What follows belongs to an exercise in optimizing a design on an open flow for small area and a short achievable clock period; a production flow would make more cautious choices. Where RTL was checked, it was by simulation tests only, not by an equivalence proof against the original. Power is estimated from default activity; no workload was simulated.

==> 10-01 <==
## cic_iq_decim
module cic_iq_decim #(
  parameter int DIN_W    = 16,
  parameter int DOUT_W   = 16,
  parameter int STAGES   = 4,
  parameter int MAX_RATE = 16,
  parameter int GAIN_W   = 16,
  localparam int RATE_W  = $clog2(MAX_RATE + 1),
  localparam int ACC_W   = DIN_W + STAGES * $clog2(MAX_RATE),
  localparam int SHIFT_W = $clog2(ACC_W)
) (
  input  logic                     clk,
  input  logic                     rst,
  input  logic                     s_axis_data_tvalid,
  input  logic signed [DIN_W-1:0]  s_axis_data_tdata_real,
  input  logic signed [DIN_W-1:0]  s_axis_data_tdata_imag,
  input  logic                     cfg_load,
  input  logic [RATE_W-1:0]        cfg_rate,
  input  logic [SHIFT_W-1:0]       cfg_shift,
  input  logic [GAIN_W-1:0]        cfg_gain,
  output logic                     m_axis_data_tvalid,
  output logic signed [DOUT_W-1:0] m_axis_data_tdata_real,
  output logic signed [DOUT_W-1:0] m_axis_data_tdata_imag
);
clock: 9.5 ns
lec_check: 0
abc_area: 1
cap_margin: 20
core_margin: 2
core_utilization: 40
cts_cluster_diameter: 200
cts_cluster_size: 25
slew_margin: 20
standard.sh (not shown) runs the stock make flow with config.mk's settings and CLKGATE_MAP_FILE= SYNTH_SCRIPT=/design/flow/synth_recipe.tcl, a recipe that flattens the netlist after the stock synthesis.
==> flow/flow/run.sh <==
#!/bin/bash
# Standard ORFS layout, with repair_timing asked to reach a larger setup slack than the
# constraint needs (the SDC is unchanged). Each tool's output stays in orfs/logs/.
set -euo pipefail
cd "$(dirname "$0")/.."
export SETUP_SLACK_MARGIN=${MARGIN:-6.55}
bash standard.sh > standard.log 2>&1
==> 05-07: changes against 10-01 <==
--- a/flow/design.v
+++ b/flow/design.v
@@ -22,40 +22,31 @@
   output logic signed [DOUT_W-1:0] m_axis_data_tdata_imag
 );
   localparam int W   = 8;            
   localparam int L   = 32 / W;       
   localparam int NVV = L + 4;        
-  localparam int NFV = L + 9;        
-  logic        rst_q;
-  logic        flush_q;
-  logic [4:0]  cfg_rate_q, cfg_shift_q;
-  logic [15:0] cfg_gain_q;
+  localparam int NFV = L + 8;        
   logic [3:0]  rm1;                  
   logic [4:0]  shift_r;
   logic [15:0] gain_r;
   always_ff @(posedge clk) begin
-    rst_q       <= rst;
-    cfg_rate_q  <= cfg_rate;
-    cfg_shift_q <= cfg_shift;
-    cfg_gain_q  <= cfg_gain;
-  end
-  always_ff @(posedge clk) begin
-    if (rst_q) begin
+    if (rst) begin
       rm1     <= 4'd1;
       shift_r <= '0;
       gain_r  <= 16'd16384;
-    end else if (flush_q) begin
-      if (cfg_rate_q < 5'd2)
+    end else if (cfg_load) begin
+      if (cfg_rate < 5'd2)
         rm1 <= 4'd1;
-      else if (cfg_rate_q > 5'd16)
+      else if (cfg_rate > 5'd16)
         rm1 <= 4'd15;
       else
-        rm1 <= 4'(cfg_rate_q - 5'd1);
-      shift_r <= cfg_shift_q;
-      gain_r  <= cfg_gain_q;
+        rm1 <= 4'(cfg_rate - 5'd1);
+      shift_r <= cfg_shift;
+      gain_r  <= cfg_gain;
     end
   end
+  logic        flush_q;
   logic        v_q;
   logic [15:0] xr_q, xi_q, xi_d;
   always_ff @(posedge clk) begin
     flush_q <= rst | cfg_load;
     v_q     <= s_axis_data_tvalid;
@@ -157,20 +148,13 @@
     for (int j = 0; j < L; j++)
       z[j*W +: W] = dsk[j][L-1-j];
   logic [30:0] ur;
   always_ff @(posedge clk)
     ur <= 31'(($signed({z, 1'b0})) >>> shift_r);
-  logic [17:0] g3, g3n;
-  logic [15:0] gain_n;
-  always_ff @(posedge clk) begin
-    g3  <= {2'b0, gain_r} + {1'b0, gain_r, 1'b0};
-    g3n <= ~({2'b0, gain_r} + {1'b0, gain_r, 1'b0});
-    if (rst_q)
-      gain_n <= ~16'd16384;
-    else if (flush_q)
-      gain_n <= ~cfg_gain_q;
-  end
+  logic [17:0] g3;
+  always_ff @(posedge clk)
+    g3 <= {2'b0, gain_r} + {1'b0, gain_r, 1'b0};
   logic bneg0, bs1_0, bs2_0, bs3_0, bs4_0;
   logic [17:0] bm0;
   logic bneg1, bs1_1, bs2_1, bs3_1, bs4_1;
   logic [17:0] bm1;
   logic bneg2, bs1_2, bs2_2, bs3_2, bs4_2;
@@ -309,13 +293,12 @@
   logic mb1_s227, mb1_c228;
   logic mb1_s229, mb1_c230;
   logic mb1_s231, mb1_c232;
   logic mb1_s233, mb1_c234;
   logic [29:0] mx, my;
-  logic [14:0] plo;
-  logic [15:0] mxh, myh, p;
-  logic        pc14;
+  logic [29:0] psum;
+  logic [15:0] p;
   assign bneg0 = ur[3];
   assign bs1_0 = ur[3] ? (ur[2] & (ur[1] ^ ur[0])) : (~ur[2] & (ur[1] ^ ur[0]));
   assign bs2_0 = (~ur[2] & ur[1] & ur[0]) | (ur[2] & ~ur[1] & ~ur[0]);
   assign bs3_0 = ur[3] ? (~ur[2] & (ur[1] ^ ur[0])) : (ur[2] & (ur[1] ^ ur[0]));
   assign bs4_0 = ur[3] ? (~ur[2] & ~ur[1] & ~ur[0]) : (ur[2] & ur[1] & ur[0]);
@@ -341,41 +324,41 @@
   assign bneg4 = ur[15];
   assign bs1_4 = ur[15] ? (ur[14] & (ur[13] ^ ur[12])) : (~ur[14] & (ur[13] ^ ur[12]));
   assign bs2_4 = (~ur[14] & ur[13] & ur[12]) | (ur[14] & ~ur[13] & ~ur[12]);
   assign bs3_4 = ur[15] ? (~ur[14] & (ur[13] ^ ur[12])) : (ur[14] & (ur[13] ^ ur[12]));
   assign bs4_4 = ur[15] ? (~ur[14] & ~ur[13] & ~ur[12]) : (ur[14] & ur[13] & ur[12]);
-  assign bm4 = (({18{bs1_4}} & {2'b0, ~gain_n}) | ({18{bs2_4}} & {1'b0, ~gain_n, 1'b0}) | ({18{bs3_4}} & ~g3n) | ({18{bs4_4}} & {~gain_n, 2'b0})) ^ {18{bneg4}};
+  assign bm4 = (({18{bs1_4}} & {2'b0, gain_r}) | ({18{bs2_4}} & {1'b0, gain_r, 1'b0}) | ({18{bs3_4}} & g3) | ({18{bs4_4}} & {gain_r, 2'b0})) ^ {18{bneg4}};
   assign bneg5 = ur[18];
   assign bs1_5 = ur[18] ? (ur[17] & (ur[16] ^ ur[15])) : (~ur[17] & (ur[16] ^ ur[15]));
   assign bs2_5 = (~ur[17] & ur[16] & ur[15]) | (ur[17] & ~ur[16] & ~ur[15]);
   assign bs3_5 = ur[18] ? (~ur[17] & (ur[16] ^ ur[15])) : (ur[17] & (ur[16] ^ ur[15]));
   assign bs4_5 = ur[18] ? (~ur[17] & ~ur[16] & ~ur[15]) : (ur[17] & ur[16] & ur[15]);
-  assign bm5 = (({18{bs1_5}} & {2'b0, ~gain_n}) | ({18{bs2_5}} & {1'b0, ~gain_n, 1'b0}) | ({18{bs3_5}} & ~g3n) | ({18{bs4_5}} & {~gain_n, 2'b0})) ^ {18{bneg5}};
+  assign bm5 = (({18{bs1_5}} & {2'b0, gain_r}) | ({18{bs2_5}} & {1'b0, gain_r, 1'b0}) | ({18{bs3_5}} & g3) | ({18{bs4_5}} & {gain_r, 2'b0})) ^ {18{bneg5}};
   assign bneg6 = ur[21];
   assign bs1_6 = ur[21] ? (ur[20] & (ur[19] ^ ur[18])) : (~ur[20] & (ur[19] ^ ur[18]));
   assign bs2_6 = (~ur[20] & ur[19] & ur[18]) | (ur[20] & ~ur[19] & ~ur[18]);
   assign bs3_6 = ur[21] ? (~ur[20] & (ur[19] ^ ur[18])) : (ur[20] & (ur[19] ^ ur[18]));
   assign bs4_6 = ur[21] ? (~ur[20] & ~ur[19] & ~ur[18]) : (ur[20] & ur[19] & ur[18]);
-  assign bm6 = (({18{bs1_6}} & {2'b0, ~gain_n}) | ({18{bs2_6}} & {1'b0, ~gain_n, 1'b0}) | ({18{bs3_6}} & ~g3n) | ({18{bs4_6}} & {~gain_n, 2'b0})) ^ {18{bneg6}};
+  assign bm6 = (({18{bs1_6}} & {2'b0, gain_r}) | ({18{bs2_6}} & {1'b0, gain_r, 1'b0}) | ({18{bs3_6}} & g3) | ({18{bs4_6}} & {gain_r, 2'b0})) ^ {18{bneg6}};
   assign bneg7 = ur[24];
   assign bs1_7 = ur[24] ? (ur[23] & (ur[22] ^ ur[21])) : (~ur[23] & (ur[22] ^ ur[21]));
   assign bs2_7 = (~ur[23] & ur[22] & ur[21]) | (ur[23] & ~ur[22] & ~ur[21]);
   assign bs3_7 = ur[24] ? (~ur[23] & (ur[22] ^ ur[21])) : (ur[23] & (ur[22] ^ ur[21]));
   assign bs4_7 = ur[24] ? (~ur[23] & ~ur[22] & ~ur[21]) : (ur[23] & ur[22] & ur[21]);
-  assign bm7 = (({18{bs1_7}} & {2'b0, ~gain_n}) | ({18{bs2_7}} & {1'b0, ~gain_n, 1'b0}) | ({18{bs3_7}} & ~g3n) | ({18{bs4_7}} & {~gain_n, 2'b0})) ^ {18{bneg7}};
+  assign bm7 = (({18{bs1_7}} & {2'b0, gain_r}) | ({18{bs2_7}} & {1'b0, gain_r, 1'b0}) | ({18{bs3_7}} & g3) | ({18{bs4_7}} & {gain_r, 2'b0})) ^ {18{bneg7}};
   assign bneg8 = ur[27];
   assign bs1_8 = ur[27] ? (ur[26] & (ur[25] ^ ur[24])) : (~ur[26] & (ur[25] ^ ur[24]));
   assign bs2_8 = (~ur[26] & ur[25] & ur[24]) | (ur[26] & ~ur[25] & ~ur[24]);
   assign bs3_8 = ur[27] ? (~ur[26] & (ur[25] ^ ur[24])) : (ur[26] & (ur[25] ^ ur[24]));
   assign bs4_8 = ur[27] ? (~ur[26] & ~ur[25] & ~ur[24]) : (ur[26] & ur[25] & ur[24]);
-  assign bm8 = (({18{bs1_8}} & {2'b0, ~gain_n}) | ({18{bs2_8}} & {1'b0, ~gain_n, 1'b0}) | ({18{bs3_8}} & ~g3n) | ({18{bs4_8}} & {~gain_n, 2'b0})) ^ {18{bneg8}};
+  assign bm8 = (({18{bs1_8}} & {2'b0, gain_r}) | ({18{bs2_8}} & {1'b0, gain_r, 1'b0}) | ({18{bs3_8}} & g3) | ({18{bs4_8}} & {gain_r, 2'b0})) ^ {18{bneg8}};
   assign bneg9 = ur[30];
   assign bs1_9 = ur[30] ? (ur[29] & (ur[28] ^ ur[27])) : (~ur[29] & (ur[28] ^ ur[27]));
   assign bs2_9 = (~ur[29] & ur[28] & ur[27]) | (ur[29] & ~ur[28] & ~ur[27]);
   assign bs3_9 = ur[30] ? (~ur[29] & (ur[28] ^ ur[27])) : (ur[29] & (ur[28] ^ ur[27]));
   assign bs4_9 = ur[30] ? (~ur[29] & ~ur[28] & ~ur[27]) : (ur[29] & ur[28] & ur[27]);
-  assign bm9 = (({18{bs1_9}} & {2'b0, ~gain_n}) | ({18{bs2_9}} & {1'b0, ~gain_n, 1'b0}) | ({18{bs3_9}} & ~g3n) | ({18{bs4_9}} & {~gain_n, 2'b0})) ^ {18{bneg9}};
+  assign bm9 = (({18{bs1_9}} & {2'b0, gain_r}) | ({18{bs2_9}} & {1'b0, gain_r, 1'b0}) | ({18{bs3_9}} & g3) | ({18{bs4_9}} & {gain_r, 2'b0})) ^ {18{bneg9}};
   assign ma0_s1 = bm0[15] ^ bm1[12];
   assign ma0_c2 = bm0[15] & bm1[12];
   assign ma0_s3 = bm0[16] ^ bm1[13];
   assign ma0_c4 = bm0[16] & bm1[13];
   assign ma0_s5 = bm0[17] ^ bm1[14];
@@ -666,12 +649,12 @@
   assign my[27] = mb1_c228;
   assign mx[28] = mb1_s231;
   assign my[28] = mb1_c230;
   assign mx[29] = mb1_s233;
   assign my[29] = mb1_c232;
-  assign plo = {1'b0, mx[13:0]} + {1'b0, my[13:0]};
-  assign p = mxh + myh + 16'(pc14);
+  assign psum = mx + my;
+  assign p = psum[29:14];
   always_ff @(posedge clk) begin
     mr0[0] <= bm0[0];
     mr1[0] <= bneg0;
     mr2[0] <= 1'b0;
     mr3[0] <= 1'b0;
@@ -789,17 +772,12 @@
     mr3[28] <= ma1_c124;
     mr0[29] <= ma1_s129;
     mr1[29] <= ma1_s131;
     mr2[29] <= ma1_c126;
     mr3[29] <= ma1_c128;
-    mxh <= mx[29:14];
-    myh <= my[29:14];
-    pc14 <= plo[14];
   end
-  logic [15:0] p_hold;
   always_ff @(posedge clk) begin
-    p_hold <= p;
-    m_axis_data_tdata_real <= p_hold;
+    m_axis_data_tdata_real <= m_axis_data_tdata_imag;
     m_axis_data_tdata_imag <= p;
-    m_axis_data_tvalid <= fv[L + 8] & ~flush_q & ~rst & ~cfg_load;
+    m_axis_data_tvalid <= fv[L + 7] & ~flush_q & ~rst & ~cfg_load;
   end
 endmodule
==> flow/flow/run.sh (replaced) <==
#!/bin/bash
# Standard ORFS layout, with repair_timing asked to reach a larger setup slack than the
# constraint needs (the SDC is unchanged), and plain buffers on the ports.
# Each tool's output stays in orfs/logs/; make's output goes to standard.log.
set -euo pipefail
cd "$(dirname "$0")/.."
export SETUP_SLACK_MARGIN=${MARGIN:-6.5}
export BUFFER_PORTS_ARGS="-buffer_cell sky130_fd_sc_hd__buf_1"
bash standard.sh > standard.log 2>&1
--- a/flow/config.mk
+++ b/flow/config.mk
@@ -8,7 +8,7 @@
 export ABC_AREA = 1
 export CAP_MARGIN = 20
 export CORE_MARGIN = 2
 export CORE_UTILIZATION = 40
 export CTS_CLUSTER_DIAMETER = 200
-export CTS_CLUSTER_SIZE = 25
+export CTS_CLUSTER_SIZE = 28
 export SLEW_MARGIN = 20
==> 08-04: changes against 10-01 <==
--- a/flow/design.v
+++ b/flow/design.v
@@ -23,39 +23,30 @@
 );
   localparam int W   = 8;            
   localparam int L   = 32 / W;       
   localparam int NVV = L + 4;        
   localparam int NFV = L + 9;        
-  logic        rst_q;
-  logic        flush_q;
-  logic [4:0]  cfg_rate_q, cfg_shift_q;
-  logic [15:0] cfg_gain_q;
   logic [3:0]  rm1;                  
   logic [4:0]  shift_r;
   logic [15:0] gain_r;
   always_ff @(posedge clk) begin
-    rst_q       <= rst;
-    cfg_rate_q  <= cfg_rate;
-    cfg_shift_q <= cfg_shift;
-    cfg_gain_q  <= cfg_gain;
-  end
-  always_ff @(posedge clk) begin
-    if (rst_q) begin
+    if (rst) begin
       rm1     <= 4'd1;
       shift_r <= '0;
       gain_r  <= 16'd16384;
-    end else if (flush_q) begin
-      if (cfg_rate_q < 5'd2)
+    end else if (cfg_load) begin
+      if (cfg_rate < 5'd2)
         rm1 <= 4'd1;
-      else if (cfg_rate_q > 5'd16)
+      else if (cfg_rate > 5'd16)
         rm1 <= 4'd15;
       else
-        rm1 <= 4'(cfg_rate_q - 5'd1);
-      shift_r <= cfg_shift_q;
-      gain_r  <= cfg_gain_q;
+        rm1 <= 4'(cfg_rate - 5'd1);
+      shift_r <= cfg_shift;
+      gain_r  <= cfg_gain;
     end
   end
+  logic        flush_q;
   logic        v_q;
   logic [15:0] xr_q, xi_q, xi_d;
   always_ff @(posedge clk) begin
     flush_q <= rst | cfg_load;
     v_q     <= s_axis_data_tvalid;
@@ -157,20 +148,13 @@
     for (int j = 0; j < L; j++)
       z[j*W +: W] = dsk[j][L-1-j];
   logic [30:0] ur;
   always_ff @(posedge clk)
     ur <= 31'(($signed({z, 1'b0})) >>> shift_r);
-  logic [17:0] g3, g3n;
-  logic [15:0] gain_n;
-  always_ff @(posedge clk) begin
-    g3  <= {2'b0, gain_r} + {1'b0, gain_r, 1'b0};
-    g3n <= ~({2'b0, gain_r} + {1'b0, gain_r, 1'b0});
-    if (rst_q)
-      gain_n <= ~16'd16384;
-    else if (flush_q)
-      gain_n <= ~cfg_gain_q;
-  end
+  logic [17:0] g3;
+  always_ff @(posedge clk)
+    g3 <= {2'b0, gain_r} + {1'b0, gain_r, 1'b0};
   logic bneg0, bs1_0, bs2_0, bs3_0, bs4_0;
   logic [17:0] bm0;
   logic bneg1, bs1_1, bs2_1, bs3_1, bs4_1;
   logic [17:0] bm1;
   logic bneg2, bs1_2, bs2_2, bs3_2, bs4_2;
@@ -341,41 +325,41 @@
   assign bneg4 = ur[15];
   assign bs1_4 = ur[15] ? (ur[14] & (ur[13] ^ ur[12])) : (~ur[14] & (ur[13] ^ ur[12]));
   assign bs2_4 = (~ur[14] & ur[13] & ur[12]) | (ur[14] & ~ur[13] & ~ur[12]);
   assign bs3_4 = ur[15] ? (~ur[14] & (ur[13] ^ ur[12])) : (ur[14] & (ur[13] ^ ur[12]));
   assign bs4_4 = ur[15] ? (~ur[14] & ~ur[13] & ~ur[12]) : (ur[14] & ur[13] & ur[12]);
-  assign bm4 = (({18{bs1_4}} & {2'b0, ~gain_n}) | ({18{bs2_4}} & {1'b0, ~gain_n, 1'b0}) | ({18{bs3_4}} & ~g3n) | ({18{bs4_4}} & {~gain_n, 2'b0})) ^ {18{bneg4}};
+  assign bm4 = (({18{bs1_4}} & {2'b0, gain_r}) | ({18{bs2_4}} & {1'b0, gain_r, 1'b0}) | ({18{bs3_4}} & g3) | ({18{bs4_4}} & {gain_r, 2'b0})) ^ {18{bneg4}};
   assign bneg5 = ur[18];
   assign bs1_5 = ur[18] ? (ur[17] & (ur[16] ^ ur[15])) : (~ur[17] & (ur[16] ^ ur[15]));
   assign bs2_5 = (~ur[17] & ur[16] & ur[15]) | (ur[17] & ~ur[16] & ~ur[15]);
   assign bs3_5 = ur[18] ? (~ur[17] & (ur[16] ^ ur[15])) : (ur[17] & (ur[16] ^ ur[15]));
   assign bs4_5 = ur[18] ? (~ur[17] & ~ur[16] & ~ur[15]) : (ur[17] & ur[16] & ur[15]);
-  assign bm5 = (({18{bs1_5}} & {2'b0, ~gain_n}) | ({18{bs2_5}} & {1'b0, ~gain_n, 1'b0}) | ({18{bs3_5}} & ~g3n) | ({18{bs4_5}} & {~gain_n, 2'b0})) ^ {18{bneg5}};
+  assign bm5 = (({18{bs1_5}} & {2'b0, gain_r}) | ({18{bs2_5}} & {1'b0, gain_r, 1'b0}) | ({18{bs3_5}} & g3) | ({18{bs4_5}} & {gain_r, 2'b0})) ^ {18{bneg5}};
   assign bneg6 = ur[21];
   assign bs1_6 = ur[21] ? (ur[20] & (ur[19] ^ ur[18])) : (~ur[20] & (ur[19] ^ ur[18]));
   assign bs2_6 = (~ur[20] & ur[19] & ur[18]) | (ur[20] & ~ur[19] & ~ur[18]);
   assign bs3_6 = ur[21] ? (~ur[20] & (ur[19] ^ ur[18])) : (ur[20] & (ur[19] ^ ur[18]));
   assign bs4_6 = ur[21] ? (~ur[20] & ~ur[19] & ~ur[18]) : (ur[20] & ur[19] & ur[18]);
-  assign bm6 = (({18{bs1_6}} & {2'b0, ~gain_n}) | ({18{bs2_6}} & {1'b0, ~gain_n, 1'b0}) | ({18{bs3_6}} & ~g3n) | ({18{bs4_6}} & {~gain_n, 2'b0})) ^ {18{bneg6}};
+  assign bm6 = (({18{bs1_6}} & {2'b0, gain_r}) | ({18{bs2_6}} & {1'b0, gain_r, 1'b0}) | ({18{bs3_6}} & g3) | ({18{bs4_6}} & {gain_r, 2'b0})) ^ {18{bneg6}};
   assign bneg7 = ur[24];
   assign bs1_7 = ur[24] ? (ur[23] & (ur[22] ^ ur[21])) : (~ur[23] & (ur[22] ^ ur[21]));
   assign bs2_7 = (~ur[23] & ur[22] & ur[21]) | (ur[23] & ~ur[22] & ~ur[21]);
   assign bs3_7 = ur[24] ? (~ur[23] & (ur[22] ^ ur[21])) : (ur[23] & (ur[22] ^ ur[21]));
   assign bs4_7 = ur[24] ? (~ur[23] & ~ur[22] & ~ur[21]) : (ur[23] & ur[22] & ur[21]);
-  assign bm7 = (({18{bs1_7}} & {2'b0, ~gain_n}) | ({18{bs2_7}} & {1'b0, ~gain_n, 1'b0}) | ({18{bs3_7}} & ~g3n) | ({18{bs4_7}} & {~gain_n, 2'b0})) ^ {18{bneg7}};
+  assign bm7 = (({18{bs1_7}} & {2'b0, gain_r}) | ({18{bs2_7}} & {1'b0, gain_r, 1'b0}) | ({18{bs3_7}} & g3) | ({18{bs4_7}} & {gain_r, 2'b0})) ^ {18{bneg7}};
   assign bneg8 = ur[27];
   assign bs1_8 = ur[27] ? (ur[26] & (ur[25] ^ ur[24])) : (~ur[26] & (ur[25] ^ ur[24]));
   assign bs2_8 = (~ur[26] & ur[25] & ur[24]) | (ur[26] & ~ur[25] & ~ur[24]);
   assign bs3_8 = ur[27] ? (~ur[26] & (ur[25] ^ ur[24])) : (ur[26] & (ur[25] ^ ur[24]));
   assign bs4_8 = ur[27] ? (~ur[26] & ~ur[25] & ~ur[24]) : (ur[26] & ur[25] & ur[24]);
-  assign bm8 = (({18{bs1_8}} & {2'b0, ~gain_n}) | ({18{bs2_8}} & {1'b0, ~gain_n, 1'b0}) | ({18{bs3_8}} & ~g3n) | ({18{bs4_8}} & {~gain_n, 2'b0})) ^ {18{bneg8}};
+  assign bm8 = (({18{bs1_8}} & {2'b0, gain_r}) | ({18{bs2_8}} & {1'b0, gain_r, 1'b0}) | ({18{bs3_8}} & g3) | ({18{bs4_8}} & {gain_r, 2'b0})) ^ {18{bneg8}};
   assign bneg9 = ur[30];
   assign bs1_9 = ur[30] ? (ur[29] & (ur[28] ^ ur[27])) : (~ur[29] & (ur[28] ^ ur[27]));
   assign bs2_9 = (~ur[29] & ur[28] & ur[27]) | (ur[29] & ~ur[28] & ~ur[27]);
   assign bs3_9 = ur[30] ? (~ur[29] & (ur[28] ^ ur[27])) : (ur[29] & (ur[28] ^ ur[27]));
   assign bs4_9 = ur[30] ? (~ur[29] & ~ur[28] & ~ur[27]) : (ur[29] & ur[28] & ur[27]);
-  assign bm9 = (({18{bs1_9}} & {2'b0, ~gain_n}) | ({18{bs2_9}} & {1'b0, ~gain_n, 1'b0}) | ({18{bs3_9}} & ~g3n) | ({18{bs4_9}} & {~gain_n, 2'b0})) ^ {18{bneg9}};
+  assign bm9 = (({18{bs1_9}} & {2'b0, gain_r}) | ({18{bs2_9}} & {1'b0, gain_r, 1'b0}) | ({18{bs3_9}} & g3) | ({18{bs4_9}} & {gain_r, 2'b0})) ^ {18{bneg9}};
   assign ma0_s1 = bm0[15] ^ bm1[12];
   assign ma0_c2 = bm0[15] & bm1[12];
   assign ma0_s3 = bm0[16] ^ bm1[13];
   assign ma0_c4 = bm0[16] & bm1[13];
   assign ma0_s5 = bm0[17] ^ bm1[14];
@@ -793,13 +777,12 @@
     mr3[29] <= ma1_c128;
     mxh <= mx[29:14];
     myh <= my[29:14];
     pc14 <= plo[14];
   end
-  logic [15:0] p_hold;
   always_ff @(posedge clk) begin
-    p_hold <= p;
-    m_axis_data_tdata_real <= p_hold;
+    if (fv[L + 7])
+      m_axis_data_tdata_real <= p;
     m_axis_data_tdata_imag <= p;
     m_axis_data_tvalid <= fv[L + 8] & ~flush_q & ~rst & ~cfg_load;
   end
 endmodule
==> flow/flow/run.sh (replaced) <==
#!/bin/bash
# Standard ORFS layout, with repair_timing asked to reach a larger setup slack than the
# constraint needs (the SDC is unchanged). Each tool's output stays in orfs/logs/.
set -euo pipefail
cd "$(dirname "$0")/.."
export SETUP_SLACK_MARGIN=${MARGIN:-6.4}
bash standard.sh > standard.log 2>&1
--- a/flow/config.mk
+++ b/flow/config.mk
@@ -6,9 +6,7 @@
 export NUM_CORES = 4
 export LEC_CHECK = 0
 export ABC_AREA = 1
 export CAP_MARGIN = 20
 export CORE_MARGIN = 2
-export CORE_UTILIZATION = 40
-export CTS_CLUSTER_DIAMETER = 200
-export CTS_CLUSTER_SIZE = 25
+export CORE_UTILIZATION = 60
 export SLEW_MARGIN = 20
==> run notes <==
The lowest setup slack belongs to 08-04, the highest to 05-07. Of 10-01 and 05-07, 10-01 has the higher sequential cell count (gap 95). Between 08-04 and 05-07, the lower count of clock-buffer cells in the layout is in 05-07 (gap 102). In maximum frequency, 10-01 and 05-07 hardly differ. The highest synthesized area belongs to 10-01, the lowest to 05-07.
==> figures <==
metric	08-04	05-07	10-01
Power group with the highest consumption	registers	combinational cells	registers
Largest net degree at the start of global routing	242	177	150
Mean instance size in the synthesized netlist	8.00 um2	7.77 um2	8.02 um2
Final setup slack of the worst path	6.36 ns	6.49 ns	6.49 ns
Clock share of power	0.352	0.168	0.206
Worst hold path startpoint	dsk[8][2]$_DFF_P_	dsk[1][0]$_DFF_P_	dsk[0][2]$_DFF_P_
Post-synth net total	6,778	6,885	6,948
Global-route wire length before repair	189,000 um	188,000 um	196,000 um
Fin crit share	0.331	0.317	0.317
Sum of routed wire segments on met1	50,100 um	50,500 um	53,700 um
Run status	finished clean	finished clean	finished clean
No functional check of the RTL was part of 10-01.

==> afterwards: timing with drivers on the ports <==
Ports are ideal in the flow. The routed layouts listed here were re-timed in OpenROAD.
Step 1: set_driving_cell puts a clkbuf_16 on clk and a buf_2 on each other input, an assumption about the parent block.
Step 2, shift: input delay + t, output delay - t, t = (earliest + latest rising clock arrival at the registers) / 2. This alone moves slack from input paths to output paths.
a / b / c = ideal ports / drivers / drivers and shift; a / b = the first two.
run | t, ns | slack for setup (ns) | worst setup path after step 2 | latest minus earliest clock arrival (ns) | slew at the worst register clock pin (ns)
10-01 | 0.736 | 6.487 / 6.414 / 6.575 | input to register | 0.039 / 0.039 | 0.11 / 0.11
05-07 | 0.703 | 6.487 / 6.420 / 6.157 | input to register | 0.045 / 0.045 | 0.12 / 0.12
08-04 | 0.728 | 6.357 / 6.290 / 5.766 | input to register | 0.034 / 0.034 | 0.07 / 0.07
After both steps every run listed still meets setup and hold. The setup slack of 08-04, which loses most, moves by -0.067 ns with the drivers and by -0.591 ns with both steps.
